Background: an optimization exercise with open tools, aiming at small area, a short achievable clock period and few clock cycles. Do not read the settings as production practice.
The RTL was checked by simulation tests, not by an equivalence proof against the original design.
Power and IR drop assume default switching activity.

## start_length_end_deframer_unit
module start_length_end_deframer_unit (
  input  logic       clk,
  input  logic       rst_n,
  input  logic       in_tvalid,
  output logic       in_tready,
  input  logic [7:0] in_tdata,    
  output logic       out_tvalid,
  input  logic       out_tready,
  output logic [7:0] out_tdata,   
  output logic       out_tlast,
  output logic [1:0] out_tuser    
);
  logic               q_valid;
  logic [7:0]         q_data;
  logic               q_is_end;
  logic               room_n;
  logic [STORE-1:0]   en;
  logic [STORE*8-1:0] bytes;
  sled_front u_front (
    .clk       (clk),
    .rst_n     (rst_n),
    .in_tvalid (in_tvalid),
    .in_tready (in_tready),
    .in_tdata  (in_tdata),
    .q_valid   (q_valid),
    .q_data    (q_data),
    .q_is_end  (q_is_end),
    .room_n    (room_n)
  );
  sled_ram u_ram (
    .clk     (clk),
    .en      (en),
    .wdata   (q_data),
    .bytes_o (bytes)
  );
  sled_back u_back (
    .clk        (clk),
    .rst_n      (rst_n),
    .q_valid    (q_valid),
    .q_data     (q_data),
    .q_is_end   (q_is_end),
    .en         (en),
    .room_n     (room_n),
    .bytes_i    (bytes),
    .out_tvalid (out_tvalid),
    .out_tready (out_tready),
    .out_tdata  (out_tdata),
    .out_tlast  (out_tlast),
    .out_tuser  (out_tuser)
  );
endmodule
Settings: LEC_CHECK=0, ABC_AREA=1, CAP_MARGIN=20, CORE_MARGIN=2, CORE_UTILIZATION=55, CTS_CLUSTER_DIAMETER=70, CTS_CLUSTER_SIZE=28, SETUP_SLACK_MARGIN=3.4, SLEW_MARGIN=20, TNS_END_PERCENT=40; clock period 5.5 ns.
run.sh (not shown) runs the stock make flow with config.mk's settings and CLKGATE_MAP_FILE= SYNTH_SCRIPT=/design/flow/synth_recipe.tcl, a recipe that flattens the netlist after the stock synthesis.
Testbench counts at the start, summed over its fixed seeds: cycles 12,679.
Change:
Settings changed: CORE_UTILIZATION 55 to 70, SETUP_SLACK_MARGIN 3.4 to 3.6, TNS_END_PERCENT 40 to not set.
Effect: The changed run ran to the end with no violations; clock skew stays flat; core utilization went up by 25 points; setup slack gets worse by 670 ps; hold slack gets better by 7.0 ps.
Change:
Settings changed: CORE_UTILIZATION 70 to 55, CTS_CLUSTER_DIAMETER 70 to 60, CTS_CLUSTER_SIZE 28 to 25, SETUP_SLACK_MARGIN 3.6 to 3.2.
Outcome:
- worst hold slack degrades by 13 ps
- final area came out lower by about 11%
- count of clock-buffer cells in the layout rose by 6
- non-clock buffer count falls by 145
Change:
Settings changed: CTS_CLUSTER_DIAMETER 60 to 70, CTS_CLUSTER_SIZE 25 to 28.
Result: Final area falls slightly. Global-route usage is about the same. Sequential share of layout area rises by 0.47 points.
Change:
Settings changed: SETUP_SLACK_MARGIN 3.2 to 3.4, TNS_END_PERCENT set to 10.
The new run finished with timing, DRC and antenna clean. Die area stays the same. Hold slack gets better by 9.0 ps. Clock skew rose by 8.7 ps. Wire length rose by 3.5%. Total power rose by 0.57%. Global-route usage rose by 0.21 points.
Change:
Settings changed: CORE_UTILIZATION 55 to 70, TNS_END_PERCENT 10 to not set.
After rerunning: The new run completed without violations; maximum frequency decreases by about 2%; worst setup slack loses 48 ps; wire length decreases by 1.6%; cell area decreases by about 1.8%; synthesized cell count does not change; core utilization increases by 16 points.

========
== P ==
start_length_end_deframer_unit again, from the RTL that the note above started with.
Design start_length_end_deframer_unit, start of the top module:
module start_length_end_deframer_unit (
  input  logic       clk,
  input  logic       rst_n,
  input  logic       in_tvalid,
  output logic       in_tready,
  input  logic [7:0] in_tdata,    
  output logic       out_tvalid,
  input  logic       out_tready,
  output logic [7:0] out_tdata,   
  output logic       out_tlast,
  output logic [1:0] out_tuser    
);
  logic               q_valid;
  logic [7:0]         q_data;
  logic               q_is_end;
  logic               room_n;
  logic [STORE-1:0]   en;
  logic [STORE*8-1:0] bytes;
  sled_front u_front (
    .clk       (clk),
    .rst_n     (rst_n),
    .in_tvalid (in_tvalid),
    .in_tready (in_tready),
    .in_tdata  (in_tdata),
    .q_valid   (q_valid),
    .q_data    (q_data),
    .q_is_end  (q_is_end),
    .room_n    (room_n)
  );
  sled_ram u_ram (
    .clk     (clk),
    .en      (en),
    .wdata   (q_data),
    .bytes_o (bytes)
  );
  ...
Settings: LEC_CHECK=0, ABC_AREA=1, CAP_MARGIN=20, CORE_MARGIN=2, CORE_UTILIZATION=55, CTS_CLUSTER_DIAMETER=70, CTS_CLUSTER_SIZE=28, SETUP_SLACK_MARGIN=3.4, SLEW_MARGIN=20; clock period 5.5 ns.
Testbench counts of P, summed over its fixed seeds: cycles 12,679.
Edits applied to the flow inputs when going from P to Q:
Settings: SETUP_SLACK_MARGIN changed from 3.4 to 3.0; CTS_CLUSTER_SIZE changed from 28 to 25; CTS_CLUSTER_DIAMETER changed from 70 to 60.
### Flow results
- Delta (Q minus P): via count of the first global-routing pass down 133; area added between synthesis and finish down 4.0 points; combinational share of power down 0.7 points; wire length of the first global-routing pass down 2.0%.
- Looking at layout clock buffer count across Q and P, the one that comes out lower is P.
- Between Q and P, it is Q whose non-clock buffer count is lower, by 41%.
- Lower routed via count divided by cell count was reported by Q, not P.
- Shortest period the worst path allows in Q is 0.23 ns above P.
> inputs changed (Q -> R)
Settings: swapping 3.0 for 3.5 in SETUP_SLACK_MARGIN; swapping 60 for 70 in CTS_CLUSTER_DIAMETER; swapping 25 for 28 in CTS_CLUSTER_SIZE.
R: portion of total power attributed to combinational logic 1.2 points above Q. Going from Q to R, number of buffers other than clock buffers in the final layout has increased, number of clock-tree buffers in the layout has decreased, worst hold margin has decreased. Ratio of routed vias to standard cells: R higher than Q.

-- port drivers added, routing unchanged --
The flow's constraints put no driver on any port. The routed layouts listed below were extracted and timed again, unchanged, in two steps. Step 1: set_driving_cell puts a clkbuf_16 on clk and a buf_2 on each other input, an assumption about the parent block. Step 2 also shifts input and output timing later by t, the mid clock arrival at the registers, as if the neighbouring blocks saw the same clock. Three values: ideal ports, drivers, drivers and shift; two values: the first two.
run | t, ns | slack for setup (ns) | latest minus earliest clock arrival (ns) | slew at the worst register clock pin (ns)
the first run of note 1 | 0.627 | 3.274 / 3.218 / 2.765 | 0.029 / 0.029 | 0.11 / 0.11
the second run of note 1 | 0.646 | 2.604 / 2.604 / 2.177 | 0.033 / 0.032 | 0.11 / 0.11
the third run of note 1 | 0.642 | 3.188 / 3.188 / 2.715 | 0.040 / 0.040 | 0.10 / 0.10
the fourth run of note 1 | 0.629 | 3.137 / 3.137 / 2.683 | 0.024 / 0.025 | 0.11 / 0.11
the fifth run of note 1 | 0.629 | 3.269 / 3.217 / 2.792 | 0.029 / 0.029 | 0.11 / 0.11
the sixth run of note 1 | 0.605 | 3.221 / 3.221 / 2.783 | 0.032 / 0.033 | 0.11 / 0.11
P | 0.639 | 3.261 / 3.203 / 2.753 | 0.038 / 0.037 | 0.11 / 0.11
Q | 0.644 | 3.033 / 3.064 / 2.422 | 0.023 / 0.022 | 0.09 / 0.09
R | 0.637 | 3.279 / 3.228 / 2.769 | 0.027 / 0.027 | 0.10 / 0.10
After both steps setup and hold are still met in every run listed. For Q, which loses most, drivers alone change the setup slack by +0.031 ns; drivers and shift together by -0.611 ns.
